From an optimization exercise on the open Yosys and OpenROAD flow, aimed at small area; shortcuts taken in it are not production practice.
Only simulation tests tie the RTL to the original design; equivalence was not proved.
Power and IR drop assume default switching activity.

### flow/design.v
`timescale 1ns/1ps
package rs_pkg;
    localparam int XLEN           = 32;   
    localparam int RS_SIZE        = 8;    
    localparam int RS_CNT_BITS    = 4;    
    localparam int ROB_TAG_BITS   = 5;    
    localparam int DISPATCH_WIDTH = 2;    
    localparam int CDB_WIDTH      = 2;    
    localparam int DISPATCH_W = 1 + XLEN + 3 + 3 + 2 * XLEN;                
    localparam int MAP_W      = 2 * ROB_TAG_BITS + 4;                       
    localparam int ROB_W      = ROB_TAG_BITS + 2 * XLEN;                    
    localparam int CDB_W      = 1 + ROB_TAG_BITS + XLEN;                    
    localparam int ISSUE_W    = XLEN + 3 + 1 + ROB_TAG_BITS + 2 * XLEN;     
    typedef enum logic [2:0] {
        ALU_ADD = 3'd0,
        ALU_SUB = 3'd1,
        ALU_AND = 3'd2,
        ALU_OR  = 3'd3,
        ALU_XOR = 3'd4,
        ALU_SLL = 3'd5,
        ALU_SRL = 3'd6,
        ALU_SLT = 3'd7
    } alu_op_e;
    typedef struct packed {
        logic                     en;          
        logic [XLEN-1:0]          pc;
        alu_op_e                  alu_op;
        logic                     rd_mem;      
        logic                     rs1_exist;   
        logic                     rs2_exist;   
        logic [XLEN-1:0]          rs1_value;   
        logic [XLEN-1:0]          rs2_value;
    } dispatch_t;
    typedef struct packed {
        logic [ROB_TAG_BITS-1:0]  tag1;
        logic [ROB_TAG_BITS-1:0]  tag2;
        logic                     tag1_valid;          
        logic                     tag2_valid;          
        logic                     tag1_ready_in_rob;   
        logic                     tag2_ready_in_rob;
    } map_t;
    typedef struct packed {
        logic [ROB_TAG_BITS-1:0]  tag;         
        logic [XLEN-1:0]          rs1_value;   
        logic [XLEN-1:0]          rs2_value;   
    } rob_t;
    typedef struct packed {
        logic                     valid;
        logic [ROB_TAG_BITS-1:0]  tag;
        logic [XLEN-1:0]          value;
    } cdb_t;
    typedef struct packed {
        logic [XLEN-1:0]          pc;
        alu_op_e                  alu_op;
        logic                     rd_mem;
        logic [ROB_TAG_BITS-1:0]  tag;
        logic [XLEN-1:0]          rs1_value;
        logic [XLEN-1:0]          rs2_value;
    } issue_t;
    localparam int SFIELD_W = XLEN + 3 + 3 + 3 * ROB_TAG_BITS;
    typedef struct packed {
        logic [XLEN-1:0]          pc;
        alu_op_e                  alu_op;
        logic                     rd_mem;
        logic                     rs1_exist;
        logic                     rs2_exist;
        logic [ROB_TAG_BITS-1:0]  tag;
        logic [ROB_TAG_BITS-1:0]  tag1;
        logic [ROB_TAG_BITS-1:0]  tag2;
    } sfield_t;
endpackage
`timescale 1ns/1ps
module rs_sbits #(
    parameter int W = 1
) (
    input  logic         clock,
    input  logic [W-1:0] n_l0,    
    input  logic [W-1:0] n_l1,    
    input  logic         n_w0,    
    input  logic         n_w1,    
    input  logic         hold,
    output logic [W-1:0] q
);
    always_ff @(posedge clock) begin
        q <= ~((n_l0 | {W{n_w0}}) & (n_l1 | {W{n_w1}}) & ~(q & {W{hold}}));
    end
endmodule
module rs_vbits #(
    parameter int W = 1
) (
    input  logic         clock,
    input  logic [W-1:0] n_l0,    
    input  logic [W-1:0] n_l1,    
    input  logic [W-1:0] c0,      
    input  logic [W-1:0] c1,      
    input  logic         n_w0,    
    input  logic         n_w1,    
    input  logic         s_c0,    
    input  logic         s_c1,    
    input  logic         hold,
    output logic [W-1:0] q
);
    always_ff @(posedge clock) begin
        q <= ~((n_l0 | {W{n_w0}}) & (n_l1 | {W{n_w1}}) &
               ~((c0 & {W{s_c0}}) | (c1 & {W{s_c1}}) | (q & {W{hold}})));
    end
endmodule
module rs_sbits0 #(
    parameter int W = 1
) (
    input  logic         clock,
    input  logic [W-1:0] n_l0,    
    input  logic         n_w0,    
    input  logic         hold,
    output logic [W-1:0] q
);
    always_ff @(posedge clock) begin
        q <= ~((n_l0 | {W{n_w0}}) & ~(q & {W{hold}}));
    end
endmodule
module rs_vbits0 #(
    parameter int W = 1
) (
    input  logic         clock,
    input  logic [W-1:0] n_l0,
    input  logic [W-1:0] c0,
    input  logic [W-1:0] c1,
    input  logic         n_w0,
    input  logic         s_c0,
    input  logic         s_c1,
    input  logic         hold,
    output logic [W-1:0] q
);
    always_ff @(posedge clock) begin
        q <= ~((n_l0 | {W{n_w0}}) &
               ~((c0 & {W{s_c0}}) | (c1 & {W{s_c1}}) | (q & {W{hold}})));
    end
endmodule
module rs_tag_match (
    input  logic [4:0] tag,
    input  logic       waiting,
    input  logic [rs_pkg::CDB_WIDTH*rs_pkg::CDB_W-1:0] cdb,
    output logic       m0,        
    output logic       m1         
);
    rs_pkg::cdb_t c0, c1;
    assign c0 = cdb[0 +: rs_pkg::CDB_W];
    assign c1 = cdb[rs_pkg::CDB_W +: rs_pkg::CDB_W];
    assign m0 = waiting & c0.valid & (c0.tag == tag);
    assign m1 = waiting & c1.valid & (c1.tag == tag) & ~m0;
endmodule
module rs_slot #(
    parameter bit LANE1 = 1'b1                                     
) (
    input  logic                                       clock,
    input  logic                                       rst,        
    input  logic                                       fire,       
    input  logic                                       wr0,        
    input  logic                                       wr1_in,     
    input  logic [rs_pkg::SFIELD_W-1:0]                n_s0,       
    input  logic [rs_pkg::SFIELD_W-1:0]                n_s1,
    input  logic [rs_pkg::XLEN-1:0]                    n_v10,      
    input  logic [rs_pkg::XLEN-1:0]                    n_v11,      
    input  logic [rs_pkg::XLEN-1:0]                    n_v20,
    input  logic [rs_pkg::XLEN-1:0]                    n_v21,
    input  logic [3:0]                                 lm0,        
    input  logic [3:0]                                 lm1,        
    input  logic [1:0]                                 lw0,        
    input  logic [1:0]                                 lw1,        
    input  logic [1:0]                                 la0,        
    input  logic [1:0]                                 la1,        
    input  logic [rs_pkg::CDB_WIDTH*rs_pkg::CDB_W-1:0] cdb,
    output logic                                       busy,
    output logic                                       is_ld,
    output logic                                       blocked,    
    output logic [rs_pkg::ISSUE_W-1:0]                 fields
);
    logic [rs_pkg::SFIELD_W-1:0] s;
    logic [rs_pkg::XLEN-1:0]     v1, v2;
    logic                        w1, w2;
    logic                        wr;
    logic                        m10, m11, m20, m21;
    rs_pkg::sfield_t             sf;
    rs_pkg::cdb_t                c0, c1;
    assign c0 = cdb[0 +: rs_pkg::CDB_W];
    assign c1 = cdb[rs_pkg::CDB_W +: rs_pkg::CDB_W];
    logic                        wr1;
    assign wr1 = LANE1 ? wr1_in : 1'b0;
    assign wr  = wr0 | wr1;
    assign sf = s;
    if (LANE1) begin : g_s
        rs_sbits #(.W(rs_pkg::SFIELD_W)) sbits0 (
            .clock (clock), .n_l0 (n_s0), .n_l1 (n_s1),
            .n_w0 (~wr0), .n_w1 (~wr1), .hold (~wr), .q (s)
        );
    end else begin : g_s0
        rs_sbits0 #(.W(rs_pkg::SFIELD_W)) sbits0 (
            .clock (clock), .n_l0 (n_s0), .n_w0 (~wr0), .hold (~wr), .q (s)
        );
    end
    rs_tag_match match1 (.tag (sf.tag1), .waiting (w1), .cdb (cdb), .m0 (m10), .m1 (m11));
    rs_tag_match match2 (.tag (sf.tag2), .waiting (w2), .cdb (cdb), .m0 (m20), .m1 (m21));
    logic n_b10, n_b11, c10, c11, h1, n_b20, n_b21, c20, c21, h2;
    assign n_b10 = ~(wr0 & la0[0]);                
    assign n_b11 = ~(wr1 & la1[0]);
    assign c10   = (wr0 & lm0[0]) | (wr1 & lm1[0]) | (~wr & m10);
    assign c11   = (wr0 & lm0[1]) | (wr1 & lm1[1]) | (~wr & m11);
    assign h1    = ~(wr | m10 | m11);
    assign n_b20 = ~(wr0 & la0[1]);
    assign n_b21 = ~(wr1 & la1[1]);
    assign c20   = (wr0 & lm0[2]) | (wr1 & lm1[2]) | (~wr & m20);
    assign c21   = (wr0 & lm0[3]) | (wr1 & lm1[3]) | (~wr & m21);
    assign h2    = ~(wr | m20 | m21);
    if (LANE1) begin : g_v
        rs_vbits #(.W(rs_pkg::XLEN)) vbits1 (
            .clock (clock), .n_l0 (n_v10), .n_l1 (n_v11), .c0 (c0.value), .c1 (c1.value),
            .n_w0 (n_b10), .n_w1 (n_b11), .s_c0 (c10), .s_c1 (c11), .hold (h1), .q (v1)
        );
        rs_vbits #(.W(rs_pkg::XLEN)) vbits2 (
            .clock (clock), .n_l0 (n_v20), .n_l1 (n_v21), .c0 (c0.value), .c1 (c1.value),
            .n_w0 (n_b20), .n_w1 (n_b21), .s_c0 (c20), .s_c1 (c21), .hold (h2), .q (v2)
        );
    end else begin : g_v0
        rs_vbits0 #(.W(rs_pkg::XLEN)) vbits1 (
            .clock (clock), .n_l0 (n_v10), .c0 (c0.value), .c1 (c1.value),
            .n_w0 (n_b10), .s_c0 (c10), .s_c1 (c11), .hold (h1), .q (v1)
        );
        rs_vbits0 #(.W(rs_pkg::XLEN)) vbits2 (
            .clock (clock), .n_l0 (n_v20), .c0 (c0.value), .c1 (c1.value),
            .n_w0 (n_b20), .s_c0 (c20), .s_c1 (c21), .hold (h2), .q (v2)
        );
    end
    always_ff @(posedge clock) begin
        busy <= ~rst & (wr | (busy & ~fire));
        w1   <= (wr0 & lw0[0]) | (wr1 & lw1[0]) | (h1 & w1);
        w2   <= (wr0 & lw0[1]) | (wr1 & lw1[1]) | (h2 & w2);
    end
    assign is_ld   = busy & sf.rd_mem;
    assign blocked = (sf.rs1_exist & w1) | (sf.rs2_exist & w2);
    assign fields  = {sf.pc, sf.alu_op, sf.rd_mem, sf.tag, v1, v2};
endmodule
`timescale 1ns/1ps
module rs_dispatch_ctrl (
    input  logic [rs_pkg::DISPATCH_WIDTH*rs_pkg::DISPATCH_W-1:0] dispatch,
    input  logic [rs_pkg::DISPATCH_WIDTH*rs_pkg::MAP_W-1:0]      map,
    input  logic [rs_pkg::DISPATCH_WIDTH*rs_pkg::ROB_W-1:0]      rob,
    input  logic [rs_pkg::CDB_WIDTH*rs_pkg::CDB_W-1:0]           cdb,
    output logic [rs_pkg::DISPATCH_WIDTH*rs_pkg::SFIELD_W-1:0]   n_s,    
    output logic [rs_pkg::DISPATCH_WIDTH*rs_pkg::XLEN-1:0]       n_v1,   
    output logic [rs_pkg::DISPATCH_WIDTH*rs_pkg::XLEN-1:0]       n_v2,   
    output logic [rs_pkg::DISPATCH_WIDTH*4-1:0]                  lm,     
    output logic [rs_pkg::DISPATCH_WIDTH*2-1:0]                  lw,     
    output logic [rs_pkg::DISPATCH_WIDTH*2-1:0]                  la      
);
    for (genvar l = 0; l < rs_pkg::DISPATCH_WIDTH; l++) begin : g_lane
        rs_pkg::dispatch_t d;
        rs_pkg::map_t      m;
        rs_pkg::rob_t      r;
        rs_pkg::sfield_t   sf;
        logic              t1, t2;
        logic              m10, m11, m20, m21;
        assign d = dispatch[l*rs_pkg::DISPATCH_W +: rs_pkg::DISPATCH_W];
        assign m = map[l*rs_pkg::MAP_W +: rs_pkg::MAP_W];
        assign r = rob[l*rs_pkg::ROB_W +: rs_pkg::ROB_W];
        assign sf.pc        = d.pc;
        assign sf.alu_op    = d.alu_op;
        assign sf.rd_mem    = d.rd_mem;
        assign sf.rs1_exist = d.rs1_exist;
        assign sf.rs2_exist = d.rs2_exist;
        assign sf.tag       = r.tag;
        assign sf.tag1      = m.tag1;
        assign sf.tag2      = m.tag2;
        assign t1 = m.tag1_valid & ~m.tag1_ready_in_rob;
        assign t2 = m.tag2_valid & ~m.tag2_ready_in_rob;
        rs_tag_match match1 (.tag (m.tag1), .waiting (t1), .cdb (cdb), .m0 (m10), .m1 (m11));
        rs_tag_match match2 (.tag (m.tag2), .waiting (t2), .cdb (cdb), .m0 (m20), .m1 (m21));
        assign n_s[l*rs_pkg::SFIELD_W +: rs_pkg::SFIELD_W] = ~sf;
        assign n_v1[l*rs_pkg::XLEN +: rs_pkg::XLEN] = ~(m.tag1_ready_in_rob ? r.rs1_value : d.rs1_value);
        assign n_v2[l*rs_pkg::XLEN +: rs_pkg::XLEN] = ~(m.tag2_ready_in_rob ? r.rs2_value : d.rs2_value);
        assign lm[l*4 +: 4] = {m21, m20, m11, m10};
        assign la[l*2 +: 2] = {~(m20 | m21), ~(m10 | m11)};
        assign lw[l*2 +: 2] = {t2 & ~m20 & ~m21, t1 & ~m10 & ~m11};
    end
endmodule
`timescale 1ns/1ps
module rs_issue_select (
    input  logic                       clock,
    input  logic [rs_pkg::RS_SIZE-1:0] busy,
    input  logic [rs_pkg::RS_SIZE-1:0] blocked,
    input  logic [rs_pkg::RS_SIZE-1:0] is_ld,
    input  logic                       fu_ready,
    input  logic                       en0,
    input  logic                       en1,
    output logic                       issue_valid,
    output logic [rs_pkg::RS_SIZE-1:0] sel,        
    output logic [rs_pkg::RS_SIZE-1:0] fire,
    output logic [rs_pkg::RS_SIZE-1:0] wr0,
    output logic [rs_pkg::RS_SIZE-1:0] wr1,
    output logic [rs_pkg::RS_CNT_BITS-1:0] free_count
);
    localparam int N = rs_pkg::RS_SIZE;
    logic [N*N-1:0] older;      
    logic [N-1:0]   ready;
    logic [N-1:0]   free;
    logic [N-1:0]   lo;         
    logic [N-1:0]   hi;         
    logic           two;        
    logic [N-1:0]   wr;
    logic [rs_pkg::RS_CNT_BITS-1:0] cnt;
    assign wr = wr0 | wr1;
    for (genvar j = 0; j < N; j++) begin : g_age_j
        for (genvar i = 0; i < N; i++) begin : g_age_i
            if (j < i) begin : g_lt
                logic o;
                always_ff @(posedge clock) begin
                    o <= wr[i] | (~wr[j] & o);
                end
                assign older[j*N+i] = o;
                assign older[i*N+j] = ~o;
            end else if (j == i) begin : g_eq
                assign older[j*N+i] = 1'b0;
            end
        end
    end
    always_comb begin
        for (int i = 0; i < N; i++) begin
            logic ld_older;
            ld_older = 1'b0;
            for (int j = 0; j < N; j++) begin
                if (j != i) ld_older = ld_older | (is_ld[j] & older[j*N+i]);
            end
            ready[i] = busy[i] & ~blocked[i] & ~(is_ld[i] & ld_older);
        end
    end
    always_comb begin
        for (int i = 0; i < N; i++) begin
            sel[i] = ready[i];
            for (int j = 0; j < N; j++) begin
                if (j != i) sel[i] = sel[i] & ~(ready[j] & older[j*N+i]);
            end
        end
    end
    assign issue_valid = fu_ready & (|ready);
    assign fire        = sel & {N{fu_ready}};
    assign free        = ~busy | fire;
    always_comb begin
        logic seen;
        seen = 1'b0;
        two  = 1'b0;
        for (int i = 0; i < N; i++) begin
            lo[i] = free[i] & ~seen;
            two   = two | (free[i] & seen);
            seen  = seen | free[i];
        end
        seen = 1'b0;
        for (int i = N - 1; i >= 0; i--) begin
            hi[i] = free[i] & ~seen;
            seen  = seen | free[i];
        end
    end
    assign wr0 = lo & {N{en0}};
    assign wr1 = hi & {N{en0 & en1 & two}};
    always_comb begin
        cnt = '0;
        for (int i = 0; i < N; i++) begin
            cnt = cnt + {{(rs_pkg::RS_CNT_BITS - 1){1'b0}}, busy[i]};
        end
    end
    assign free_count = rs_pkg::RS_CNT_BITS'(N) - cnt;
endmodule
module rs_issue_mux (
    input  logic [rs_pkg::RS_SIZE-1:0]                 sel,
    input  logic [rs_pkg::RS_SIZE*rs_pkg::ISSUE_W-1:0] fields,
    output logic [rs_pkg::ISSUE_W-1:0]                 issue
);
    always_comb begin
        issue = '0;
        for (int i = 0; i < rs_pkg::RS_SIZE; i++) begin
            issue = issue | (fields[i*rs_pkg::ISSUE_W +: rs_pkg::ISSUE_W] & {rs_pkg::ISSUE_W{sel[i]}});
        end
    end
endmodule
`timescale 1ns/1ps
module rs_station (
    input  logic                                                 clock,
    input  logic                                                 reset,
    input  logic                                                 squash,       
    input  logic [rs_pkg::DISPATCH_WIDTH*rs_pkg::DISPATCH_W-1:0] dispatch,
    input  logic [rs_pkg::DISPATCH_WIDTH*rs_pkg::MAP_W-1:0]      map,
    input  logic [rs_pkg::DISPATCH_WIDTH*rs_pkg::ROB_W-1:0]      rob,
    input  logic [rs_pkg::CDB_WIDTH*rs_pkg::CDB_W-1:0]           cdb,
    input  logic                                                 fu_ready,
    output logic                                                 issue_valid,
    output rs_pkg::issue_t                                       issue,
    output logic [rs_pkg::RS_CNT_BITS-1:0]                       free_count
);
    localparam int N = rs_pkg::RS_SIZE;
    logic [N-1:0] busy, blocked, is_ld, sel, fire, wr0, wr1;
    logic [N*rs_pkg::ISSUE_W-1:0] fields;
    logic [rs_pkg::DISPATCH_WIDTH*rs_pkg::SFIELD_W-1:0] n_s;
    logic [rs_pkg::DISPATCH_WIDTH*rs_pkg::XLEN-1:0]     n_v1, n_v2;
    logic [rs_pkg::DISPATCH_WIDTH*4-1:0]                lm;
    logic [rs_pkg::DISPATCH_WIDTH*2-1:0]                lw, la;
    rs_dispatch_ctrl dispatch_ctrl0 (
        .dispatch (dispatch),
        .map      (map),
        .rob      (rob),
        .cdb      (cdb),
        .n_s      (n_s),
        .n_v1     (n_v1),
        .n_v2     (n_v2),
        .lm       (lm),
        .lw       (lw),
        .la       (la)
    );
    rs_issue_select issue_select0 (
        .clock       (clock),
        .busy        (busy),
        .blocked     (blocked),
        .is_ld       (is_ld),
        .fu_ready    (fu_ready),
        .en0         (dispatch[rs_pkg::DISPATCH_W-1]),
        .en1         (dispatch[2*rs_pkg::DISPATCH_W-1]),
        .issue_valid (issue_valid),
        .sel         (sel),
        .fire        (fire),
        .wr0         (wr0),
        .wr1         (wr1),
        .free_count  (free_count)
    );
    for (genvar i = 0; i < N; i++) begin : g_slot
        rs_slot #(.LANE1(i != 0)) slot0 (
            .clock   (clock),
            .rst     (reset | squash),
            .fire    (fire[i]),
            .wr0     (wr0[i]),
            .wr1_in  (wr1[i]),
            .n_s0    (n_s[0 +: rs_pkg::SFIELD_W]),
            .n_s1    (n_s[rs_pkg::SFIELD_W +: rs_pkg::SFIELD_W]),
            .n_v10   (n_v1[0 +: rs_pkg::XLEN]),
            .n_v11   (n_v1[rs_pkg::XLEN +: rs_pkg::XLEN]),
            .n_v20   (n_v2[0 +: rs_pkg::XLEN]),
            .n_v21   (n_v2[rs_pkg::XLEN +: rs_pkg::XLEN]),
            .lm0     (lm[3:0]),
            .lm1     (lm[7:4]),
            .lw0     (lw[1:0]),
            .lw1     (lw[3:2]),
            .la0     (la[1:0]),
            .la1     (la[3:2]),
            .cdb     (cdb),
            .busy    (busy[i]),
            .is_ld   (is_ld[i]),
            .blocked (blocked[i]),
            .fields  (fields[i*rs_pkg::ISSUE_W +: rs_pkg::ISSUE_W])
        );
    end
    rs_issue_mux issue_mux0 (
        .sel    (sel),
        .fields (fields),
        .issue  (issue)
    );
endmodule
`timescale 1ns/1ps
module rs_station_top (
    input  logic         clock,
    input  logic         reset,
    input  logic         squash,
    input  logic [205:0] dispatch,     
    input  logic [27:0]  map,          
    input  logic [137:0] rob,          
    input  logic [75:0]  cdb,          
    input  logic         fu_ready,
    output logic         issue_valid,
    output logic [104:0] issue,        
    output logic [3:0]   free_count
);
    rs_pkg::issue_t issue_s;
    assign issue = issue_s;
    rs_station station0 (
        .clock       (clock),
        .reset       (reset),
        .squash      (squash),
        .dispatch    (dispatch),
        .map         (map),
        .rob         (rob),
        .cdb         (cdb),
        .fu_ready    (fu_ready),
        .issue_valid (issue_valid),
        .issue       (issue_s),
        .free_count  (free_count)
    );
endmodule
### flow/flow/run.sh
#!/bin/bash
# Own flow:
#  2. the same ORFS synthesis again on the design with the bit-cell modules
#     hand-mapped (flow/cells.v) and ABC run with an area script; used only if
#     its registers (names, count, cells) match the standard ones;
#  3. the standard layout steps, with buf_1 port buffers, a leaner clock tree
#     and the timing-driven placement's net reweighting (and its buffering)
#     done later in placement.
set -uo pipefail
F=$PWD/flow
R=$PWD/orfs/results/$FLOW_PLATFORM/rs_station_top/base
bash standard.sh synth > std_synth.log 2>&1 || exit 1
cp $R/1_2_yosys.v std_synth_netlist.v

python3 $F/overlay.py design.v $F/cells.v design_mod.v > overlay.log 2>&1
sed "s#ABC_SCRIPT_PATH#$F/abc.script#" $F/my_synth.tcl > my_synth.tcl
sed -e "s#^export VERILOG_FILES.*#export VERILOG_FILES = $PWD/design_mod.v#" config.mk > config_mod.mk
MK=$(grep -o 'make -C .*"\${@' standard.sh | sed 's/ "\${@$//')
MK=${MK/DESIGN_CONFIG=$FLOW_CONFIG/DESIGN_CONFIG=$PWD/config_mod.mk}
MK=${MK/WORK_HOME=$PWD\/orfs/WORK_HOME=$PWD/orfs_mod}
MK=${MK/SYNTH_SCRIPT=$PWD\/synth_recipe.tcl/SYNTH_SCRIPT=$PWD/my_synth.tcl}
echo "$MK synth" > mod_synth.cmd
eval "$MK synth" > mod_synth.log 2>&1
M=$PWD/orfs_mod/results/$FLOW_PLATFORM/rs_station_top/base/1_2_yosys.v
flops() { grep -E '^\s*sky130_fd_sc_hd__(s?e?df|dl)' "$1" | awk '{print $1, $2}' | sort; }
if [[ -f $M ]] && [[ -n "$(flops $M)" ]] && diff <(flops std_synth_netlist.v) <(flops $M) > flop_diff.log; then
  echo "using the re-mapped netlist" > netlist_choice.log
  cp $M $R/1_2_yosys.v
  touch $R/1_2_yosys.v
else
  echo "registers differ: using the standard netlist" > netlist_choice.log
fi

bash standard.sh \
  "BUFFER_PORTS_ARGS=-buffer_cell sky130_fd_sc_hd__buf_1" \
  "CTS_ARGS=-sink_clustering_enable -repair_clock_nets -dont_use_dummy_load -sink_clustering_size 25 -sink_clustering_max_diameter 80" \
  "GLOBAL_PLACEMENT_ARGS=-timing_driven_net_reweight_overflow {40 25 15}" \
  finish > std_layout.log 2>&1
### flow/flow/abc.script
strash
&get -n
&st
&synch2
&if -K 5 -a
&mfs
&st
&dch -f
&nf -a -R 1000
&put
### flow/flow/cells.v
// Hand-mapped replacements for the regular bit cells of the RTL, used by
// run.sh in place of the RTL modules of the same names. Same function and
// same registers (q) as the RTL versions.

module rs_sbits #(
    parameter int W = 1
) (
    input  logic         clock,
    input  logic [W-1:0] n_l0,
    input  logic [W-1:0] n_l1,
    input  logic         n_w0,
    input  logic         n_w1,
    input  logic         hold,
    output logic [W-1:0] q
);
    logic [W-1:0] x, d;
    for (genvar b = 0; b < W; b++) begin : g_b
        sky130_fd_sc_hd__nand2_1  u_x (.A(q[b]), .B(hold), .Y(x[b]));
        sky130_fd_sc_hd__o221ai_1 u_d (.A1(n_l0[b]), .A2(n_w0), .B1(n_l1[b]), .B2(n_w1), .C1(x[b]), .Y(d[b]));
    end
    always_ff @(posedge clock) begin
        q <= d;
    end
endmodule

module rs_vbits #(
    parameter int W = 1
) (
    input  logic         clock,
    input  logic [W-1:0] n_l0,
    input  logic [W-1:0] n_l1,
    input  logic [W-1:0] c0,
    input  logic [W-1:0] c1,
    input  logic         n_w0,
    input  logic         n_w1,
    input  logic         s_c0,
    input  logic         s_c1,
    input  logic         hold,
    output logic [W-1:0] q
);
    logic [W-1:0] x, d;
    for (genvar b = 0; b < W; b++) begin : g_b
        sky130_fd_sc_hd__a222oi_1 u_x (.A1(c0[b]), .A2(s_c0), .B1(c1[b]), .B2(s_c1), .C1(q[b]), .C2(hold), .Y(x[b]));
        sky130_fd_sc_hd__o221ai_1 u_d (.A1(n_l0[b]), .A2(n_w0), .B1(n_l1[b]), .B2(n_w1), .C1(x[b]), .Y(d[b]));
    end
    always_ff @(posedge clock) begin
        q <= d;
    end
endmodule

module rs_issue_mux (
    input  logic [7:0]     sel,
    input  logic [839:0]   fields,
    output logic [104:0]   issue
);
    logic [104:0] a, b, c;
    for (genvar k = 0; k < 105; k++) begin : g_k
        sky130_fd_sc_hd__a222oi_1 u_a (.A1(fields[0*105+k]), .A2(sel[0]), .B1(fields[1*105+k]), .B2(sel[1]),
                                       .C1(fields[2*105+k]), .C2(sel[2]), .Y(a[k]));
        sky130_fd_sc_hd__a222oi_1 u_b (.A1(fields[3*105+k]), .A2(sel[3]), .B1(fields[4*105+k]), .B2(sel[4]),
                                       .C1(fields[5*105+k]), .C2(sel[5]), .Y(b[k]));
        sky130_fd_sc_hd__a22oi_1  u_c (.A1(fields[6*105+k]), .A2(sel[6]), .B1(fields[7*105+k]), .B2(sel[7]), .Y(c[k]));
        sky130_fd_sc_hd__nand3_1  u_o (.A(a[k]), .B(b[k]), .C(c[k]), .Y(issue[k]));
    end
endmodule

module rs_tag_match (
    input  logic [4:0]  tag,
    input  logic        waiting,
    input  logic [75:0] cdb,
    output logic        m0,
    output logic        m1
);
    for (genvar p = 0; p < 2; p++) begin : g_p
        logic [4:0] x;
        logic       a, b;
        for (genvar k = 0; k < 5; k++) begin : g_k
            sky130_fd_sc_hd__xnor2_1 u_x (.A(tag[k]), .B(cdb[p*38+32+k]), .Y(x[k]));
        end
        sky130_fd_sc_hd__nand3_1 u_a (.A(x[0]), .B(x[1]), .C(x[2]), .Y(a));
        sky130_fd_sc_hd__nand4_1 u_b (.A(x[3]), .B(x[4]), .C(waiting), .D(cdb[p*38+37]), .Y(b));
        if (p == 0) begin : g_0
            sky130_fd_sc_hd__nor2_1 u_m (.A(a), .B(b), .Y(m0));
        end else begin : g_1
            sky130_fd_sc_hd__nor3_1 u_m (.A(a), .B(b), .C(m0), .Y(m1));
        end
    end
endmodule

module rs_sbits0 #(
    parameter int W = 1
) (
    input  logic         clock,
    input  logic [W-1:0] n_l0,
    input  logic         n_w0,
    input  logic         hold,
    output logic [W-1:0] q
);
    logic [W-1:0] x, d;
    for (genvar b = 0; b < W; b++) begin : g_b
        sky130_fd_sc_hd__nand2_1 u_x (.A(q[b]), .B(hold), .Y(x[b]));
        sky130_fd_sc_hd__o21ai_0 u_d (.A1(n_l0[b]), .A2(n_w0), .B1(x[b]), .Y(d[b]));
    end
    always_ff @(posedge clock) begin
        q <= d;
    end
endmodule

module rs_vbits0 #(
    parameter int W = 1
) (
    input  logic         clock,
    input  logic [W-1:0] n_l0,
    input  logic [W-1:0] c0,
    input  logic [W-1:0] c1,
    input  logic         n_w0,
    input  logic         s_c0,
    input  logic         s_c1,
    input  logic         hold,
    output logic [W-1:0] q
);
    logic [W-1:0] x, d;
    for (genvar b = 0; b < W; b++) begin : g_b
        sky130_fd_sc_hd__a222oi_1 u_x (.A1(c0[b]), .A2(s_c0), .B1(c1[b]), .B2(s_c1), .C1(q[b]), .C2(hold), .Y(x[b]));
        sky130_fd_sc_hd__o21ai_0  u_d (.A1(n_l0[b]), .A2(n_w0), .B1(x[b]), .Y(d[b]));
    end
    always_ff @(posedge clock) begin
        q <= d;
    end
endmodule
### flow/flow/my_synth.tcl
# synth_recipe.tcl with one change: ABC runs the area script in flow/abc.script
proc synth {args} { yosys synth -nofsm -noshare {*}$args }
proc abc {args} {
  set i [lsearch -exact $args -script]
  if { $i >= 0 } { lset args [expr {$i + 1}] ABC_SCRIPT_PATH }
  puts "own abc: $args"
  yosys abc {*}$args
}
source $::env(SCRIPTS_DIR)/synth.tcl
# left out here: clear keep_hierarchy, flatten, clean up, hide names made inside functions, write 1_2_yosys.v
### flow/flow/overlay.py
# design.v with the modules that cells.v defines replaced by the cells.v versions
import re, sys
design, cells, out = sys.argv[1:4]
src = open(design).read()
rep = open(cells).read()
names = re.findall(r'^\s*module\s+(\w+)', rep, re.M)
for n in names:
    pat = re.compile(r'^\s*module\s+' + n + r'\b.*?^\s*endmodule\b[^\n]*\n', re.M | re.S)
    src, k = pat.subn('', src)
    if k != 1:
        sys.exit('module %s found %d times' % (n, k))
open(out, 'w').write(src + '\n' + rep)
print('replaced', names)
### flow/standard.sh
#!/bin/bash
# synth_recipe.tcl (not shown) runs the flow's synth.tcl, then flattens the netlist and writes it again
# the make line also repeats each setting of config.mk as NAME=value (left out here)
make -C /OpenROAD-flow-scripts/flow DESIGN_CONFIG=/design/flow/config.mk WORK_HOME=/design/flow/orfs CLKGATE_MAP_FILE= SYNTH_SCRIPT=/design/flow/synth_recipe.tcl "${@:-finish}"
### flow/config.mk
export PLATFORM = sky130hd
export DESIGN_NAME = rs_station_top
export DESIGN_NICKNAME = rs_station_top
export VERILOG_FILES = /design/flow/design.v
export SDC_FILE = /design/flow/constraint.sdc
export NUM_CORES = 8
export LEC_CHECK = 0
export CAP_MARGIN = 20
export CORE_MARGIN = 2
export CORE_UTILIZATION = 50
export PLACE_DENSITY = 0.7
export SLEW_MARGIN = 20
export SYNTH_HIERARCHICAL = 1
export SYNTH_MINIMUM_KEEP_SIZE = 0
export TNS_END_PERCENT = 0
### flow/constraint.sdc
create_clock -name core_clock -period 7.5 [get_ports {clock}]
set_input_delay 1.5000 -clock core_clock [delete_from_list [all_inputs] [get_ports {clock}]]
set_output_delay 1.5000 -clock core_clock [all_outputs]
set_load 0.01 [all_outputs]
==> results of run 1 <==
## flip-flops by register name, summed over array words and instances, names as in the netlist
name,cells
station0.g_slot.slot0.g_s0.sbits0.q,53
station0.g_slot.slot0.w2,8
station0.g_slot.slot0.g_v0.vbits1.q,32
station0.g_slot.slot0.g_s.sbits0.q,371
station0.g_slot.slot0.g_v0.vbits2.q,32
station0.g_slot.slot0.busy,8
station0.issue_select0.g_age_j.g_age_i.g_lt.o,28
station0.g_slot.slot0.g_v.vbits1.q,224
station0.g_slot.slot0.w1,8
station0.g_slot.slot0.g_v.vbits2.q,224
## area by class of cell
type,instances,area [µm²],share of cell area (%)
Tap cell,1165,1460,2.90
Antenna cell,12,30.0,0.0597
Multi-Input combinational cell,3148,24400,48.5
Timing Repair Buffer,651,2820,5.61
Clock buffer,48,1200,2.39
Sequential cell,988,19800,39.3
Inverter,163,616,1.22
## metal layers
layer | track usage (%) | routed length, µm | up-vias
met5 | 0.828 | 138 | -
met4 | 28.3 | 16600 | 22
met3 | 17.7 | 39400 | 1286
met2 | 65.0 | 89500 | 5509
met1 | 56.0 | 74200 | 24200
li1 | - | - | 20700
## tightest hold or removal path, cell delays in order, from the launching register on
cell and delay (ns):
dfxtp_1 0.33, nand2_1 0.04, o21ai_0 0.05
## where the power goes
part           internal (W)  switching, W
sequential          0.00589      0.000387
clock               0.00115       0.00176
combinational      0.000719       0.00109
## per-stage QoR
| stage | setup WS [ns] | instances | total power (W) | hold WS [ns] |
|---|---|---|---|---|
| 4_1_cts | 0.727 | 6162 | 0.0109 | 0.466 |
| 3_3_place_gp | 1.28 | 6114 | 0.00802 | 0.434 |
| 3_5_place_dp | 1.20 | 6114 | 0.00808 | 0.446 |
| 5_1_grt | 0.318 | 6172 | 0.0113 | 0.481 |
| 6_report | 0.420 | 6175 | 0.0110 | 0.462 |
| 2_1_floorplan | -0.421 | 4307 | 0.00736 | 0.424 |
## how the worst max path moves through the flow
| stage | slack [ns] | start | to |
|---|---|---|---|
| floorplan | -0.42 | station0.g_slot[3].slot0.busy$_DFF_P_ | station0.g_slot[7].slot0.w1$_DFF_P_ |
| detailed placement | 1.20 | station0.g_slot[2].slot0.busy$_DFF_P_ | station0.g_slot[6].slot0.g_v.vbits2.q[24]$_DFF_P_ |
| global placement | 1.28 | station0.g_slot[2].slot0.busy$_DFF_P_ | station0.g_slot[6].slot0.g_v.vbits2.q[21]$_DFF_P_ |
| CTS | 0.73 | station0.g_slot[3].slot0.busy$_DFF_P_ | issue[2] |
| global route | 0.32 | station0.g_slot[3].slot0.busy$_DFF_P_ | issue[2] |
| finish | 0.42 | station0.g_slot[3].slot0.busy$_DFF_P_ | issue[9] |
==> out/qor.csv, run 1 <==
metric,value,unit
grt_max_degree,106,
p_leak,17.0,nW
hold_depth,2,
path_class,reg -> out,
crit_path_end_kind,primary output,
tns,0,ns
track_usage,45.0,%
grt_pass1_wl,313000,µm
path_cells,and2_0 > clkinv_1 > o22ai_1 > a221oi_1 > o221ai_1 > o21ai_0 > and3b_1 > a221oi_1 > o2111ai_1 > a21oi_4 > buf_4 > buf_4 > a22oi_1 > nand3_1 > buf_1,
vdd_drop_max,0.188,mV
path_max_fanout,58,
final_util,57.0,%
mostFrequentLayoutCells,"dfxtp_1 (988), o221ai_1 (821), a222oi_1 (740)",
port_buffers,561,
die_x,302,µm
wl_per_cell,35.6,µm
hold_buffers,0,
grt_pass1_vias,48300,
row_count,109,
drv_slew,0,
tightest_slew,1.38,ns
cts_repair_resize_count,0,
postSynthAreaPerCell,10.3,µm²
r2r-end,station0.g_slot[6].slot0.g_v.vbits2.q[13]$_DFF_P_,
clk_pin_slew,0.09,ns
hold_class,reg -> reg,
postSynthCellCount,4307,
antenna_found_initial,25,
cts_buffers,48,
crit_slowest_cell,buf_4,
cts_max_path_buffers,3,
cp.arrival,5.58,ns
fill_cells,7895,
relSlewSlack,5.53,%
route.detailed.drc,0,
r2r_slack,0.81,ns
r2r-start,station0.g_slot[0].slot0.busy$_DFF_P_,
area.growth.synth_to_final,13.3,%
wl,220000,µm
placed_cell_area,49000,µm²
cp_num_buf_inv,4,
min_period_over_period,94.4,%
ctsRootBufferMaster,clkbuf_16,
ioPinCount,562,
fp.coreArea,88200,µm²
dpl.hpwl,123000,µm
min_period,7.08,ns
cts_tree,done,
worstHoldStart,station0.g_slot[0].slot0.g_s0.sbits0.q[16]$_DFF_P_,
drt.antenna.violating_nets,0,
dr.pass1.iters,22,
critical_path.top_delay_family,buffers and inverters,
postCtsSetupBuffers,0,
nNetsFinal,5460,
syn_area,44400,µm²
overflow,0,
skew,0.0709,ns
cp_num_cells,15,
hold_violations,0,
status,timing/DRC/antenna clean,
place.gp.congestion,1.01,
setup_viol,0,
layout.cells.most_common,dfxtp_1,
drt-initial-drc-count,14000,
cts_sinks,988,
fmax,141,MHz
htreeDepth,2,
drive_above_1_share,5.42,%
vias,51700,
power_density,218,nW/µm²
drv_cap,0,
reg2regPathDepth,20,
final_cell_area,50300,µm²
vias_per_cell,8.37,
rsz0062_at_grt,no,
syn-num-nets,4767,
slowest_delay,0.95,ns
ys_warn_count,14,
dieArea,91200,µm²
die_h,302,µm
startpoint_type,register,
start_util,50.3,%
hold_end,station0.g_slot[0].slot0.g_s0.sbits0.q[16]$_DFF_P_,
clk_latency,0.69,ns
cp.required,6.00,ns
==> run 2: changes to the inputs <==
==> flow/flow/abc.script (replaced) <==
strash
&get -n
&st
&synch2
&dch -f
&nf -a -R 1000
&put
--- a/flow/config.mk
+++ b/flow/config.mk
@@ -7,4 +7,6 @@
 export LEC_CHECK = 0
 export CAP_MARGIN = 20
+export CELL_PAD_IN_SITES_DETAIL_PLACEMENT = 1
+export CELL_PAD_IN_SITES_GLOBAL_PLACEMENT = 1
 export CORE_MARGIN = 2
 export CORE_UTILIZATION = 50
==> run 2 against run 1 <==
Still clean. Sequential power about the same. Non-clock buffer count increased by 5. Die area increased by 0.32%. Synthesized area increased by 0.33%. First-iteration DRC count decreased by 12%. Hold slack improved by 0.0069 ns. Synthesized cell count increased by 0.65%. Critical endpoint is now issue[26].
==> out/qor.csv, run 2 <==
metric,value,unit
startpoint_type,register,
fmax,139,MHz
track_usage,49.4,%
grt_use_met1,60.2,%
syn_area,44500,µm²
antenna_found_initial,17,
area.growth.synth_to_final,13.8,%
regArea,19800,µm²
cp.required,6.00,ns
worstHoldStart,station0.g_slot[0].slot0.g_s0.sbits0.q[27]$_DFF_P_,
row_count,109,
wl_per_cell,38.6,µm
overflow,0,
drv_slew,0,
crit_slowest_cell,buf_4,
tightest_slew,1.34,ns
hold_buffers,0,
rsz0062_at_grt,no,
p_leak,17.1,nW
wl,240000,µm
postSynthCellCount,4335,
grt_pass1_vias,52600,
vias_per_cell,8.51,
min_period_over_period,95.9,%
clockPowerShare,27.2,%
grt_max_degree,106,
cts_buffers,52,
die_x,302,µm
placed_cells,6147,
slowest_delay,0.90,ns
top_usage_layer,met2,
die_h,302,µm
grt_pass1_wl,341000,µm
cp.arrival,5.69,ns
pre_cts_ws,1.07,ns
drt-initial-drc-count,12400,
postSynthAreaPerCell,10.3,µm²
dpl.hpwl,133000,µm
hold_end,station0.g_slot[0].slot0.g_s0.sbits0.q[27]$_DFF_P_,
met3_usage,18.1,%
drv_cap,0,
p_int,0.00787,W
fp.coreArea,88400,µm²
max_flop_register,station0.g_slot.slot0.g_s.sbits0.q,
place.gp.congestion,0.983,
port_buffers,561,
start_util,50.4,%
ys_warn_count,14,
hold_class,reg -> reg,
sw_frac_of_total,30.2,%
p_switching,0.00341,W
cts_sinks,988,
clk_pin_slew,0.10,ns
crit_path_end_kind,primary output,
largest_reg_flops,371,
grtUsageMet2,73.7,%
dieArea,91500,µm²
comb_power_share,16.9,%
reg2regPathDepth,23,
relSlewSlack,10.7,%
drt.antenna.violating_nets,0,
drive_above_1_share,5.64,%
cts_repair_resize_count,0,
p_total,0.0113,W
layout_setup_ws,0.311,ns
r2r-start,station0.g_slot[3].slot0.busy$_DFF_P_,
dr.pass1.iters,17,
stdcell_count,6211,
path_cells,and2_0 > clkinv_1 > o21ai_0 > o41ai_1 > and2_0 > a22oi_1 > o221ai_1 > nor2_4 > buf_4 > buf_4 > a222oi_1 > nand3_1 > buf_1,
vias,52800,
status,timing/DRC/antenna clean,
syn-num-nets,4795,
power_density,223,nW/µm²
vdd_drop_max,0.215,mV
cts_max_path_buffers,3,
postCtsSetupBuffers,0,
htreeDepth,2,
mostFrequentLayoutCells,"dfxtp_1 (988), o221ai_1 (825), a222oi_1 (740)",
nNetsFinal,5497,
hold_depth,2,
r2r_slack,0.63,ns
fill_cells,9983,
ctsRootBufferMaster,clkbuf_16,
min_period,7.19,ns
whs,0.468,ns
r2r-end,station0.g_slot[4].slot0.g_v.vbits1.q[28]$_DFF_P_,
ioPinCount,562,
top_regs,"station0.g_slot.slot0.g_s.sbits0.q: 371 flops, station0.g_slot.slot0.g_v.vbits1.q: 224 flops, station0.g_slot.slot0.g_v.vbits2.q: 224 flops",
seq_power_share,55.9,%
clk_latency,0.68,ns
route.detailed.drc,0,
skew,0.0853,ns
multi_input_area,24600,µm²
path_class,reg -> out,
setup_viol,0,
cts_tree,done,
path_max_fanout,54,
hold_violations,0,
layout.cells.most_common,dfxtp_1,
run 2: worst max-delay path: cells and delay by family, from the launching register on:
| kind | cells | cell delay, ns |
|---|---|---|
| compound gates | 5 | 1.01 |
| buf+inv | 4 | 2.12 |
| flops | 1 | 0.45 |
| simple gates | 4 | 1.43 |
run 2: how the worst max path moves through the flow:
stage | startpoint | end | cells after the start
after floorplan | station0.g_slot[1].slot0.busy$_DFF_P_ | station0.g_slot[5].slot0.g_v.vbits1.q[0]$_DFF_P_ | 18
after global placement | station0.g_slot[2].slot0.busy$_DFF_P_ | station0.g_slot[4].slot0.g_v.vbits2.q[14]$_DFF_P_ | 23
after detailed placement | station0.g_slot[3].slot0.busy$_DFF_P_ | station0.g_slot[4].slot0.g_v.vbits2.q[9]$_DFF_P_ | 23
after CTS | station0.g_slot[2].slot0.busy$_DFF_P_ | issue[18] | 13
after global routing | station0.g_slot[2].slot0.busy$_DFF_P_ | issue[26] | 13
final | station0.g_slot[2].slot0.busy$_DFF_P_ | issue[26] | 13
run 2: final cells by class:
type	count	area share, %
multi-input cells	3164	48.5
flip-flops and latches	988	39.0
repair buffers	656	5.70
well taps	1165	2.88
clock buffers	52	2.57
inverters	175	1.32
diodes	11	0.0543
run 2: power by group through the flow:
stage                     logic (W)  clock network [W]  registers, W
after floorplan             0.00112                  0       0.00628
after global placement      0.00172                  0       0.00638
after detailed placement    0.00180                  0       0.00639
after CTS                   0.00181            0.00303       0.00628
after global routing        0.00202            0.00322       0.00636
final                       0.00191            0.00307       0.00631
run 2: routing by layer:
| layer | routed length [µm] | share of wire, % | vias up |
|---|---|---|---|
| li1 | - | - | 20800 |
| met1 | 82300 | 34 | 25600 |
| met2 | 101000 | 42 | 5078 |
| met3 | 38500 | 16 | 1357 |
| met4 | 18100 | 7.5 | 14 |
| met5 | 125 | 0.052 | - |
run 2: metrics by stage:
| stage | setup TNS, ns | cell area, µm² | utilization, % |
|---|---|---|---|
| after floorplan | -21.98 | 44600 | - |
| after global placement | 0 | 49300 | 55.8 |
| after detailed placement | 0 | 49300 | 55.8 |
| after CTS | 0 | 50600 | 57.3 |
| after global routing | 0 | 50700 | 57.4 |
| final | 0 | 50700 | 57.4 |
==> run 3: changes to the inputs <==
==> flow/flow/abc.script (replaced) <==
strash
&get -n
&st
&synch2
&if -K 5 -a
&mfs
&st
&dch -f
&nf -a -R 1000
&put
==> run 3 against run 2 <==
Core utilization down 0.16 points. First-iteration DRC count down 1.4%. Count of clock-buffer cells in the layout unchanged. Non-clock buffer count down 7. Sequential power about the same. Clock power about the same. Sequential share of layout area up 0.17 points. Highest routed layer unchanged.
==> out/qor.csv, run 3 <==
metric,value,unit
dr.pass1.iters,17,
dpl.hpwl,131000,µm
top_usage_layer,met2,
postSynthCellCount,4307,
grt_use_met1,59.8,%
p_switching,0.00334,W
syn_area,44400,µm²
seq_power_share,56.3,%
drv_slew,0,
comb_power_share,16.5,%
relSlewSlack,10.8,%
grt_pass1_wl,338000,µm
cts_buffers,52,
cts_max_path_buffers,3,
fmax,136,MHz
start_util,50.3,%
startpoint_type,register,
grtUsageMet2,74.2,%
crit_slowest_cell,buf_4,
hold_buffers,0,
postCtsSetupBuffers,0,
largest_reg_flops,371,
die_x,302,µm
p_int,0.00785,W
route.detailed.drc,0,
drt.antenna.violating_nets,0,
antenna_found_initial,15,
mostFrequentLayoutCells,"dfxtp_1 (988), o221ai_1 (821), a222oi_1 (740)",
cts_repair_resize_count,0,
cp.arrival,5.86,ns
track_usage,48.9,%
postSynthAreaPerCell,10.3,µm²
top_regs,"station0.g_slot.slot0.g_s.sbits0.q: 371 flops, station0.g_slot.slot0.g_v.vbits1.q: 224 flops, station0.g_slot.slot0.g_v.vbits2.q: 224 flops",
fill_cells,9991,
clk_pin_slew,0.10,ns
die_h,302,µm
p_leak,17.1,nW
wl,237000,µm
dieArea,91200,µm²
min_period,7.36,ns
multi_input_area,24400,µm²
final_cell_area,50500,µm²
place.gp.congestion,0.932,
hold_class,reg -> reg,
syn-num-nets,4767,
skew,0.0566,ns
wl_per_cell,38.3,µm
grt_max_degree,106,
layout.cells.most_common,dfxtp_1,
setup_viol,0,
tightest_slew,1.33,ns
vdd_drop_max,0.176,mV
port_buffers,561,
cp.required,6.00,ns
vias,52600,
power_density,222,nW/µm²
vias_per_cell,8.51,
cts_sinks,988,
htreeDepth,2,
sw_frac_of_total,29.9,%
overflow,0,
cts_tree,done,
min_period_over_period,98.1,%
clk_latency,0.67,ns
path_max_fanout,63,
status,timing/DRC/antenna clean,
final_util,57.2,%
max_flop_register,station0.g_slot.slot0.g_s.sbits0.q,
hold_violations,0,
grt_pass1_vias,52000,
row_count,109,
area.growth.synth_to_final,13.7,%
r2r_slack,0.84,ns
drive_above_1_share,5.46,%
slowest_delay,1.06,ns
path_cells,and2_0 > clkinv_1 > o22ai_1 > a221oi_1 > o221ai_1 > o21ai_0 > and3b_1 > a221oi_1 > nand2_1 > nor3_4 > buf_4 > buf_4 > a222oi_1 > nand3_1 > buf_1,
ys_warn_count,14,
fp.coreArea,88200,µm²
placed_cell_area,49100,µm²
crit_path_end_kind,primary output,
rsz0062_at_grt,no,
met3_usage,16.7,%
ioPinCount,562,
drt-initial-drc-count,12200,
clockPowerShare,27.2,%
nNetsFinal,5462,
drv_cap,0,
regArea,19800,µm²
ctsRootBufferMaster,clkbuf_16,
path_class,reg -> out,
-- run 3: per-stage QoR --
| stage | instances | hold WS, ns | total power (W) | setup TNS [ns] | setup slack, ns |
|---|---|---|---|---|---|
| global placement | 6109 | 0.433 | 0.00804 | 0 | 1.32 |
| global route | 6174 | 0.491 | 0.0115 | 0 | 0.0878 |
| CTS | 6162 | 0.470 | 0.0110 | 0 | 0.564 |
| floorplan | 4307 | 0.424 | 0.00736 | -169.21 | -0.421 |
| detailed placement | 6110 | 0.448 | 0.00813 | 0 | 1.21 |
| finish | 6176 | 0.470 | 0.0112 | 0 | 0.143 |
-- run 3: per-layer routing --
metal / part of all wire, % / wire (µm) / up-vias
met2: 42 / 100000 / 5084
met5: 0.039 / 93 / -
li1: - / - / 20700
met3: 16 / 37100 / 1321
met4: 7.4 / 17600 / 10
met1: 34 / 81400 / 25400
-- run 3: cell type report --
class	instances	share of cell area, %
timing repair buffer	649	5.75
inverter	163	1.22
clock buffer	52	2.58
antenna	11	0.0545
multi-input combinational	3148	48.3
sequential	988	39.2
tap	1165	2.89
-- run 3: path summary, 6_finish.rpt --
path / from / cells after the start / endpoint
worst max-delay path: station0.g_slot[3].slot0.busy$_DFF_P_ / 15 / issue[33]
worst min-delay path: station0.g_slot[5].slot0.g_s.sbits0.q[18]$_DFF_P_ / 2 / station0.g_slot[5].slot0.g_s.sbits0.q[18]$_DFF_P_
worst max register to register: station0.g_slot[6].slot0.busy$_DFF_P_ / 21 / station0.g_slot[7].slot0.g_v.vbits1.q[8]$_DFF_P_
worst min register to register: station0.g_slot[5].slot0.g_s.sbits0.q[18]$_DFF_P_ / 2 / station0.g_slot[5].slot0.g_s.sbits0.q[18]$_DFF_P_
-- run 3: power by group through the flow --
stage / clock [W] / combinational [W] / sequential [W]
floorplan: 0 / 0.00109 / 0.00627
global placement: 0 / 0.00167 / 0.00637
detailed placement: 0 / 0.00175 / 0.00638
CTS: 0.00301 / 0.00176 / 0.00627
global route: 0.00320 / 0.00195 / 0.00635
finish: 0.00304 / 0.00185 / 0.00630
-- run 3: critical path, delay by kind of cell, from the launching register on --
| family | cells | cell delay, ns |
|---|---|---|
| AO/OA/AOI/OAI | 6 | 1.00 |
| buffers and inverters | 4 | 2.34 |
| flip-flops | 1 | 0.42 |
| AND/OR/NAND/NOR | 5 | 1.38 |
==> run 4: changes to the inputs <==
--- a/flow/flow/run.sh
+++ b/flow/flow/run.sh
@@ -34,5 +34,5 @@
 bash standard.sh \
   "BUFFER_PORTS_ARGS=-buffer_cell sky130_fd_sc_hd__buf_1" \
-  "CTS_ARGS=-sink_clustering_enable -repair_clock_nets -dont_use_dummy_load -sink_clustering_size 25 -sink_clustering_max_diameter 80" \
+  "CTS_ARGS=-sink_clustering_enable -repair_clock_nets -dont_use_dummy_load -sink_clustering_size 25 -sink_clustering_max_diameter 100" \
   "GLOBAL_PLACEMENT_ARGS=-timing_driven_net_reweight_overflow {40 25 15}" \
   finish > std_layout.log 2>&1
==> run 4 against run 3 <==
Hold slack worse by 0.0015 ns. Fmax about the same. Wire length shrank 0.22%. Register-to-register slack better by 0.09 ns. Via count up 0.13%. Count of clock-buffer cells in the layout decreased by 6. Sequential power hardly changed. Flip-flop and latch count stayed put. Worst setup slack lost 0.00065 ns. Largest cell class unchanged.
==> out/qor.csv, run 4 <==
metric,value,unit
hold_buffers,0,
cts_repair_resize_count,0,
overflow,0,
drt.antenna.violating_nets,0,
cp.required,6.00,ns
clk_pin_slew,0.10,ns
wl,236000,µm
cp_num_buf_inv,4,
drv_slew,0,
nNetsFinal,5454,
critical_path.top_delay_family,buffers and inverters,
relSlewSlack,10.1,%
crit_path_end_kind,primary output,
largest_reg_flops,371,
min_period,7.36,ns
top_regs,"station0.g_slot.slot0.g_s.sbits0.q: 371 flops, station0.g_slot.slot0.g_v.vbits1.q: 224 flops, station0.g_slot.slot0.g_v.vbits2.q: 224 flops",
ioPinCount,562,
postCtsSetupBuffers,0,
status,timing/DRC/antenna clean,
fill_cells,10000,
vias,52600,
layout.cells.most_common,dfxtp_1,
start_util,50.3,%
cts_tree,done,
r2r_slack,0.93,ns
htreeDepth,2,
hold_violations,0,
grt_pass1_vias,51800,
track_usage,48.9,%
hold_class,reg -> reg,
grt_pass1_wl,337000,µm
dpl.hpwl,131000,µm
final_cell_area,50300,µm²
min_period_over_period,98.1,%
skew,0.0724,ns
route.detailed.drc,0,
reg2regPathDepth,23,
vdd_drop_max,0.190,mV
path_max_fanout,63,
cp.arrival,5.86,ns
path_cells,and2_0 > clkinv_1 > o22ai_1 > a221oi_1 > o221ai_1 > o21ai_0 > and3b_1 > a221oi_1 > nand2_1 > nor3_4 > buf_4 > buf_4 > a222oi_1 > nand3_1 > buf_1,
die_x,302,µm
worstHoldStart,station0.g_slot[7].slot0.g_s.sbits0.q[24]$_DFF_P_,
placed_cells,6110,
tns,0,ns
regArea,19800,µm²
grt_max_degree,106,
vias_per_cell,8.53,
area.growth.synth_to_final,13.3,%
drt-initial-drc-count,12100,
cts_buffers,46,
path_class,reg -> out,
syn-num-nets,4767,
tightest_slew,1.31,ns
fp.coreArea,88200,µm²
drv_cap,0,
crit_start,station0.g_slot[3].slot0.busy$_DFF_P_,
r2r-end,station0.g_slot[5].slot0.g_v.vbits2.q[26]$_DFF_P_,
placed_cell_area,49100,µm²
ys_warn_count,14,
multi_input_area,24400,µm²
power_density,220,nW/µm²
wl_per_cell,38.3,µm
cts_max_path_buffers,3,
p_leak,17.0,nW
die_h,302,µm
rsz0062_at_grt,no,
setup_viol,0,
stdcell_count,6167,
place.gp.congestion,0.932,
crit_slowest_cell,buf_4,
r2r-start,station0.g_slot[3].slot0.busy$_DFF_P_,
mostFrequentLayoutCells,"dfxtp_1 (988), o221ai_1 (821), a222oi_1 (740)",
clk_latency,0.67,ns
hold_depth,2,
dieArea,91200,µm²
p_total,0.0110,W
fmax,136,MHz
drive_above_1_share,5.33,%
startpoint_type,register,
postSynthCellCount,4307,
antenna_found_initial,14,
row_count,109,
postSynthAreaPerCell,10.3,µm²
ctsRootBufferMaster,clkbuf_16,
slowest_delay,1.06,ns
max_flop_register,station0.g_slot.slot0.g_s.sbits0.q,
hold_end,station0.g_slot[7].slot0.g_s.sbits0.q[24]$_DFF_P_,
port_buffers,561,
cts_sinks,988,
dr.pass1.iters,17,
syn_area,44400,µm²
run 4: worst max-delay path by stage:
stage / end / slack (ns) / cells past startpoint
floorplan: station0.g_slot[7].slot0.w1$_DFF_P_ / -0.42 / 16
global placement: issue[33] / 1.32 / 15
detailed placement: station0.g_slot[7].slot0.g_v.vbits2.q[19]$_DFF_P_ / 1.21 / 19
CTS: issue[33] / 0.56 / 15
global route: issue[11] / 0.17 / 15
finish: issue[11] / 0.14 / 15
run 4: worst register-to-register path: cells and delay by family, from the launching register on:
| family | cells | cell delay (ns) |
|---|---|---|
| simple gates | 10 | 3.32 |
| compound gates | 11 | 2.42 |
| buf+inv | 2 | 0.39 |
| flops | 1 | 0.37 |
run 4: routing by layer:
| metal | wire length, µm | vias to the layer above | track usage, % |
|---|---|---|---|
| li1 | - | 20700 | - |
| met5 | 109 | - | 0 |
| met4 | 18200 | 12 | 31.0 |
| met1 | 81800 | 25600 | 59.4 |
| met2 | 99800 | 4975 | 74.0 |
| met3 | 36200 | 1355 | 16.9 |
run 4: area by class of cell:
type / count / share of cell area (%)
Antenna cell: 10 / 0.0497
Clock buffer: 46 / 2.29
Inverter: 163 / 1.23
Multi-Input combinational cell: 3148 / 48.5
Sequential cell: 988 / 39.3
Tap cell: 1165 / 2.90
Timing Repair Buffer: 647 / 5.72
run 4: report_power, final:
group	total, W	internal (W)	leakage, nW	switching (W)
logic	0.00184	0.000720	8.34	0.00112
registers	0.00630	0.00589	8.12	0.000411
clock network	0.00290	0.00110	0.567	0.00180
total	0.0110	0.00771	17.0	0.00333
run 4: stage by stage:
stage                     hold slack [ns]  utilization, %  setup WS [ns]
after detailed placement            0.448            55.6           1.21
after global routing                0.491            57.0          0.170
final                               0.468            57.0          0.143
after CTS                           0.467            56.9          0.557
after floorplan                     0.424               -         -0.421
after global placement              0.433            55.6           1.32
==> run 5: changes to the inputs <==
--- a/flow/config.mk
+++ b/flow/config.mk
@@ -7,6 +7,4 @@
 export LEC_CHECK = 0
 export CAP_MARGIN = 20
-export CELL_PAD_IN_SITES_DETAIL_PLACEMENT = 1
-export CELL_PAD_IN_SITES_GLOBAL_PLACEMENT = 1
 export CORE_MARGIN = 2
 export CORE_UTILIZATION = 50
==> run 5 against run 4 <==
Still clean on timing, DRC and antenna. Wire length is 6.9% lower. Register-to-register slack got worse by 0.17 ns. Synthesized cell count did not move. Synthesized area stayed put. Core utilization is 0.067 points lower. Worst setup slack gained 0.28 ns. Global-route usage fell by 3.8 points. Hold slack worse by 0.0035 ns. Design area is 0.12% lower. Fmax rose by 3.9%. Die area did not move. Clock skew rose by 0.011 ns. Critical path type unchanged. Largest cell class unchanged.
==> out/qor.csv, run 5 <==
metric,value,unit
route.detailed.drc,0,
crit_path_end_kind,primary output,
hold_end,station0.g_slot[0].slot0.g_s0.sbits0.q[35]$_DFF_P_,
whs,0.465,ns
skew,0.0831,ns
drive_above_1_share,5.36,%
clk_latency,0.67,ns
setup_viol,0,
layout.cells.most_common,dfxtp_1,
min_period_over_period,94.4,%
htreeDepth,2,
area.growth.synth_to_final,13.2,%
ctsRootBufferMaster,clkbuf_16,
max_flop_register,station0.g_slot.slot0.g_s.sbits0.q,
cp.required,6.00,ns
top_regs,"station0.g_slot.slot0.g_s.sbits0.q: 371 flops, station0.g_slot.slot0.g_v.vbits1.q: 224 flops, station0.g_slot.slot0.g_v.vbits2.q: 224 flops",
vias_per_cell,8.37,
placed_cells,6114,
cts_max_path_buffers,3,
cts_tree,done,
vias,51600,
row_count,109,
status,timing/DRC/antenna clean,
fp.coreArea,88200,µm²
cp_num_buf_inv,4,
r2r-end,station0.g_slot[6].slot0.g_v.vbits2.q[1]$_DFF_P_,
drv_cap,0,
slowest_delay,0.92,ns
path_cells,and2_0 > clkinv_1 > o22ai_1 > a221oi_1 > o221ai_1 > o21ai_0 > and3b_1 > a22oi_1 > nand3_1 > nor3_4 > buf_4 > buf_4 > a222oi_1 > nand3_1 > buf_1,
place.gp.congestion,1.01,
die_h,302,µm
dpl.hpwl,123000,µm
overflow,0,
dr.pass1.iters,22,
hold_buffers,0,
ioPinCount,562,
cts_repair_resize_count,0,
cts_sinks,988,
die_x,302,µm
stdcell_count,6171,
cp_num_cells,15,
worstHoldStart,station0.g_slot[0].slot0.g_s0.sbits0.q[35]$_DFF_P_,
cp.arrival,5.58,ns
mostFrequentLayoutCells,"dfxtp_1 (988), o221ai_1 (821), a222oi_1 (740)",
vdd_drop_max,0.190,mV
fmax,141,MHz
nNetsFinal,5458,
min_period,7.08,ns
clk_pin_slew,0.10,ns
critical_path.top_delay_family,buffers and inverters,
relSlewSlack,11.4,%
ys_warn_count,14,
tightest_slew,1.32,ns
syn_area,44400,µm²
grt_pass1_vias,48300,
grt_pass1_wl,314000,µm
drt.antenna.violating_nets,0,
drv_slew,0,
drt-initial-drc-count,13900,
cts_buffers,46,
power_density,218,nW/µm²
hold_depth,2,
path_class,reg -> out,
reg2regPathDepth,20,
r2r_slack,0.76,ns
rsz0062_at_grt,no,
antenna_found_initial,23,
hold_violations,0,
syn-num-nets,4767,
track_usage,45.1,%
p_leak,17.0,nW
path_max_fanout,59,
grt_max_degree,106,
postSynthCellCount,4307,
crit_slowest_cell,buf_4,
port_buffers,561,
wl,220000,µm
wl_per_cell,35.6,µm
postSynthAreaPerCell,10.3,µm²
start_util,50.3,%
dieArea,91200,µm²
largest_reg_flops,371,
hold_class,reg -> reg,
postCtsSetupBuffers,0,
startpoint_type,register,
r2r-start,station0.g_slot[2].slot0.busy$_DFF_P_,
[run 5: report_power, final]
group	total [W]	internal, W	switching (W)
sequential	0.00628	0.00589	0.000386
combinational	0.00181	0.000719	0.00109
clock	0.00286	0.00110	0.00176
total	0.0109	0.00771	0.00323
[run 5: layout make-up]
cell class	instances	area, µm²
fill	7929	38000
multi-input combinational	3148	24400
sequential	988	19800
timing repair buffer	651	2820
tap	1165	1460
clock buffer	46	1150
inverter	163	616
antenna	10	25.0
[run 5: per-stage QoR]
stage	power, W	cell area, µm²	util [%]	setup WS (ns)	TNS [ns]
2_1_floorplan	0.00736	44500	-	-0.421	-169.21
3_3_place_gp	0.00802	49000	55.5	1.28	0
3_5_place_dp	0.00808	49000	55.5	1.20	0
4_1_cts	0.0108	50200	56.8	0.731	0
5_1_grt	0.0113	50200	56.9	0.307	0
6_report	0.0109	50200	56.9	0.420	0
[run 5: worst max-delay path by stage]
stage	startpoint	to
floorplan	station0.g_slot[3].slot0.busy$_DFF_P_	station0.g_slot[7].slot0.w1$_DFF_P_
global placement	station0.g_slot[2].slot0.busy$_DFF_P_	station0.g_slot[6].slot0.g_v.vbits2.q[21]$_DFF_P_
detailed placement	station0.g_slot[2].slot0.busy$_DFF_P_	station0.g_slot[6].slot0.g_v.vbits2.q[24]$_DFF_P_
CTS	station0.g_slot[3].slot0.busy$_DFF_P_	issue[2]
global route	station0.g_slot[3].slot0.busy$_DFF_P_	issue[2]
finish	station0.g_slot[3].slot0.busy$_DFF_P_	issue[9]
[run 5: layer usage]
layer / track usage [%] / wire [µm] / vias up
met5: 0.207 / 156 / -
met4: 28.9 / 17100 / 20
met1: 56.2 / 74900 / 24200
met3: 17.2 / 38300 / 1284
li1: - / - / 20700
met2: 65.2 / 89400 / 5464
[run 5: tightest hold or removal path, cell delays in order (launching register included)]
cell,delay (ns)
dfxtp_1,0.34
nand2_1,0.04
o21ai_0,0.05
==> run 6: changes to the inputs <==
--- a/flow/flow/run.sh
+++ b/flow/flow/run.sh
@@ -34,5 +34,5 @@
 bash standard.sh \
   "BUFFER_PORTS_ARGS=-buffer_cell sky130_fd_sc_hd__buf_1" \
-  "CTS_ARGS=-sink_clustering_enable -repair_clock_nets -dont_use_dummy_load -sink_clustering_size 25 -sink_clustering_max_diameter 100" \
+  "CTS_ARGS=-sink_clustering_enable -repair_clock_nets -dont_use_dummy_load -sink_clustering_size 27 -sink_clustering_max_diameter 100" \
   "GLOBAL_PLACEMENT_ARGS=-timing_driven_net_reweight_overflow {40 25 15}" \
   finish > std_layout.log 2>&1
==> run 6 against run 5 <==
Critical path depth is the same. Hold slack hardly changed. Clock power down 2%. Sequential share of layout area barely moved. Sequential power is essentially flat. Still clean. Non-clock buffer count decreased by 1. Highest routed layer unchanged.
==> out/qor.csv, run 6 <==
metric,value,unit
status,timing/DRC/antenna clean,
htreeDepth,2,
tns,0,ns
drv_cap,0,
fp.coreArea,88200,µm²
vias_per_cell,8.35,
dieArea,91200,µm²
ctsRootBufferMaster,clkbuf_16,
min_period_over_period,95.1,%
crit_path_end_kind,primary output,
crit_slowest_cell,buf_4,
grt_pass1_wl,314000,µm
ys_warn_count,14,
vdd_drop_max,0.218,mV
row_count,109,
antenna_found_initial,21,
ioPinCount,562,
max_flop_register,station0.g_slot.slot0.g_s.sbits0.q,
path_max_fanout,59,
power_density,217,nW/µm²
drv_slew,0,
grt_pass1_vias,48200,
slowest_delay,0.90,ns
die_h,302,µm
postCtsSetupBuffers,0,
route.detailed.drc,0,
overflow,0,
die_x,302,µm
clk_latency,0.67,ns
placed_cells,6114,
largest_reg_flops,371,
pre_cts_ws,1.20,ns
drive_above_1_share,5.35,%
cts_sinks,988,
cts_tree,done,
fmax,140,MHz
drt.antenna.violating_nets,0,
whs,0.465,ns
setup_viol,0,
top_regs,"station0.g_slot.slot0.g_s.sbits0.q: 371 flops, station0.g_slot.slot0.g_v.vbits1.q: 224 flops, station0.g_slot.slot0.g_v.vbits2.q: 224 flops",
relSlewSlack,9.92,%
port_buffers,561,
layout.cells.most_common,dfxtp_1,
clk_pin_slew,0.10,ns
place.gp.congestion,1.01,
skew,0.0792,ns
start_util,50.3,%
area.growth.synth_to_final,13.1,%
path_cells,and2_0 > clkinv_1 > o22ai_1 > a221oi_1 > o221ai_1 > o21ai_0 > and3b_1 > a22oi_1 > nand3_1 > nor3_4 > buf_4 > buf_4 > a222oi_1 > nand3_1 > buf_1,
cp.arrival,5.63,ns
track_usage,45.1,%
postSynthAreaPerCell,10.3,µm²
stdcell_count,6168,
tightest_slew,1.31,ns
p_leak,17.0,nW
startpoint_type,register,
grt_max_degree,106,
wl_per_cell,35.6,µm
hold_class,reg -> reg,
dr.pass1.iters,23,
rsz0062_at_grt,no,
cts_repair_resize_count,0,
p_total,0.0109,W
vias,51500,
path_class,reg -> out,
postSynthCellCount,4307,
syn_area,44400,µm²
dpl.hpwl,123000,µm
mostFrequentLayoutCells,"dfxtp_1 (988), o221ai_1 (821), a222oi_1 (740)",
hold_buffers,0,
fill_cells,7919,
nNetsFinal,5455,
drt-initial-drc-count,14500,
hold_violations,0,
syn-num-nets,4767,
layout_setup_ws,0.368,ns
cts_buffers,44,
min_period,7.13,ns
wl,220000,µm
cp.required,6.00,ns
cts_max_path_buffers,3,
-- run 6: changes by cell type in the layout (fill, tap and decap cells not counted), sizes merged --
| cell | change |
|---|---|
| clkbuf | -2 |
| buf | -1 |
-- run 6: power breakdown --
| group | leakage, nW | internal, W | total (W) | switching (W) |
|---|---|---|---|---|
| Combinational | 8.31 | 0.000720 | 0.00181 | 0.00109 |
| Sequential | 8.12 | 0.00589 | 0.00628 | 0.000388 |
| Clock | 0.542 | 0.00106 | 0.00281 | 0.00176 |
-- run 6: per-stage QoR --
stage                     instance area (µm²)  utilization [%]
final                                   50200             56.9
after global routing                    50200             56.9
after CTS                               50100             56.8
after detailed placement                49000             55.5
after global placement                  49000             55.5
after floorplan                         44500                -
-- run 6: cell type report --
class	count	area [µm²]	area share, %
clock buffers	44	1100	2.19
repair buffers	650	2800	5.58
inverters	163	616	1.23
well taps	1165	1460	2.90
flip-flops and latches	988	19800	39.4
diodes	10	25.0	0.0499
multi-input cells	3148	24400	48.6
-- run 6: worst max-delay path: cells and delay by family (launching register included) --
family / cells / cell delay (ns)
buffers and inverters: 4 / 2.00
AOI/OAI and AO/OA: 6 / 1.04
and+or+nand+nor: 5 / 1.47
DFF: 1 / 0.41
-- run 6: layer usage --
| metal | part of all wire, % | track usage (%) |
|---|---|---|
| met3 | 17 | 17.1 |
| met5 | 0.078 | 0.673 |
| met4 | 7.7 | 28.7 |
| met1 | 34 | 56.3 |
| met2 | 41 | 65.2 |
-- run 6: worst paths after layout --
check	start	to	slack (ns)	cells past startpoint
worst min-delay path	station0.g_slot[1].slot0.g_s.sbits0.q[20]$_DFF_P_	station0.g_slot[1].slot0.g_s.sbits0.q[20]$_DFF_P_	0.46	2
worst min register to register	station0.g_slot[1].slot0.g_s.sbits0.q[20]$_DFF_P_	station0.g_slot[1].slot0.g_s.sbits0.q[20]$_DFF_P_	0.46	2
worst max register to register	station0.g_slot[2].slot0.busy$_DFF_P_	station0.g_slot[6].slot0.g_v.vbits2.q[12]$_DFF_P_	0.83	20
worst max-delay path	station0.g_slot[3].slot0.busy$_DFF_P_	issue[2]	0.37	15

[re-timing with driven ports]
How much do the figures lean on ideal ports? The routed layouts below were timed once more, with nothing changed but the port constraints.
Step 1 (the two cells are an assumption about what drives the block):
set clk [get_ports {clock}]
set_driving_cell -lib_cell sky130_fd_sc_hd__clkbuf_16 $clk
set_driving_cell -lib_cell sky130_fd_sc_hd__buf_2 [delete_from_list [all_inputs] $clk]
Step 2 times the ports against the registers' clock, not the clock port: input delays grow and output delays shrink by t, the midpoint of the rising clock arrivals with the driver on.
a / b / c = no drivers / after step 1 / after step 2; a / b = the first two.
run | t, ns | slack for setup (ns) | worst setup path after step 2 | worst register clock-pin slew, ns
run 1 | 0.728 | 0.420 / 0.347 / 0.815 | register to register | 0.11 / 0.11
run 2 | 0.720 | 0.311 / 0.230 / 0.632 | register to register | 0.11 / 0.11
run 3 | 0.715 | 0.143 / 0.068 / 0.783 | register to output | 0.11 / 0.11
run 4 | 0.712 | 0.143 / 0.068 / 0.780 | register to output | 0.11 / 0.11
run 5 | 0.706 | 0.420 / 0.346 / 0.761 | register to register | 0.11 / 0.11
run 6 | 0.707 | 0.368 / 0.294 / 0.826 | register to register | 0.11 / 0.11
After both steps every run listed still meets setup and hold.
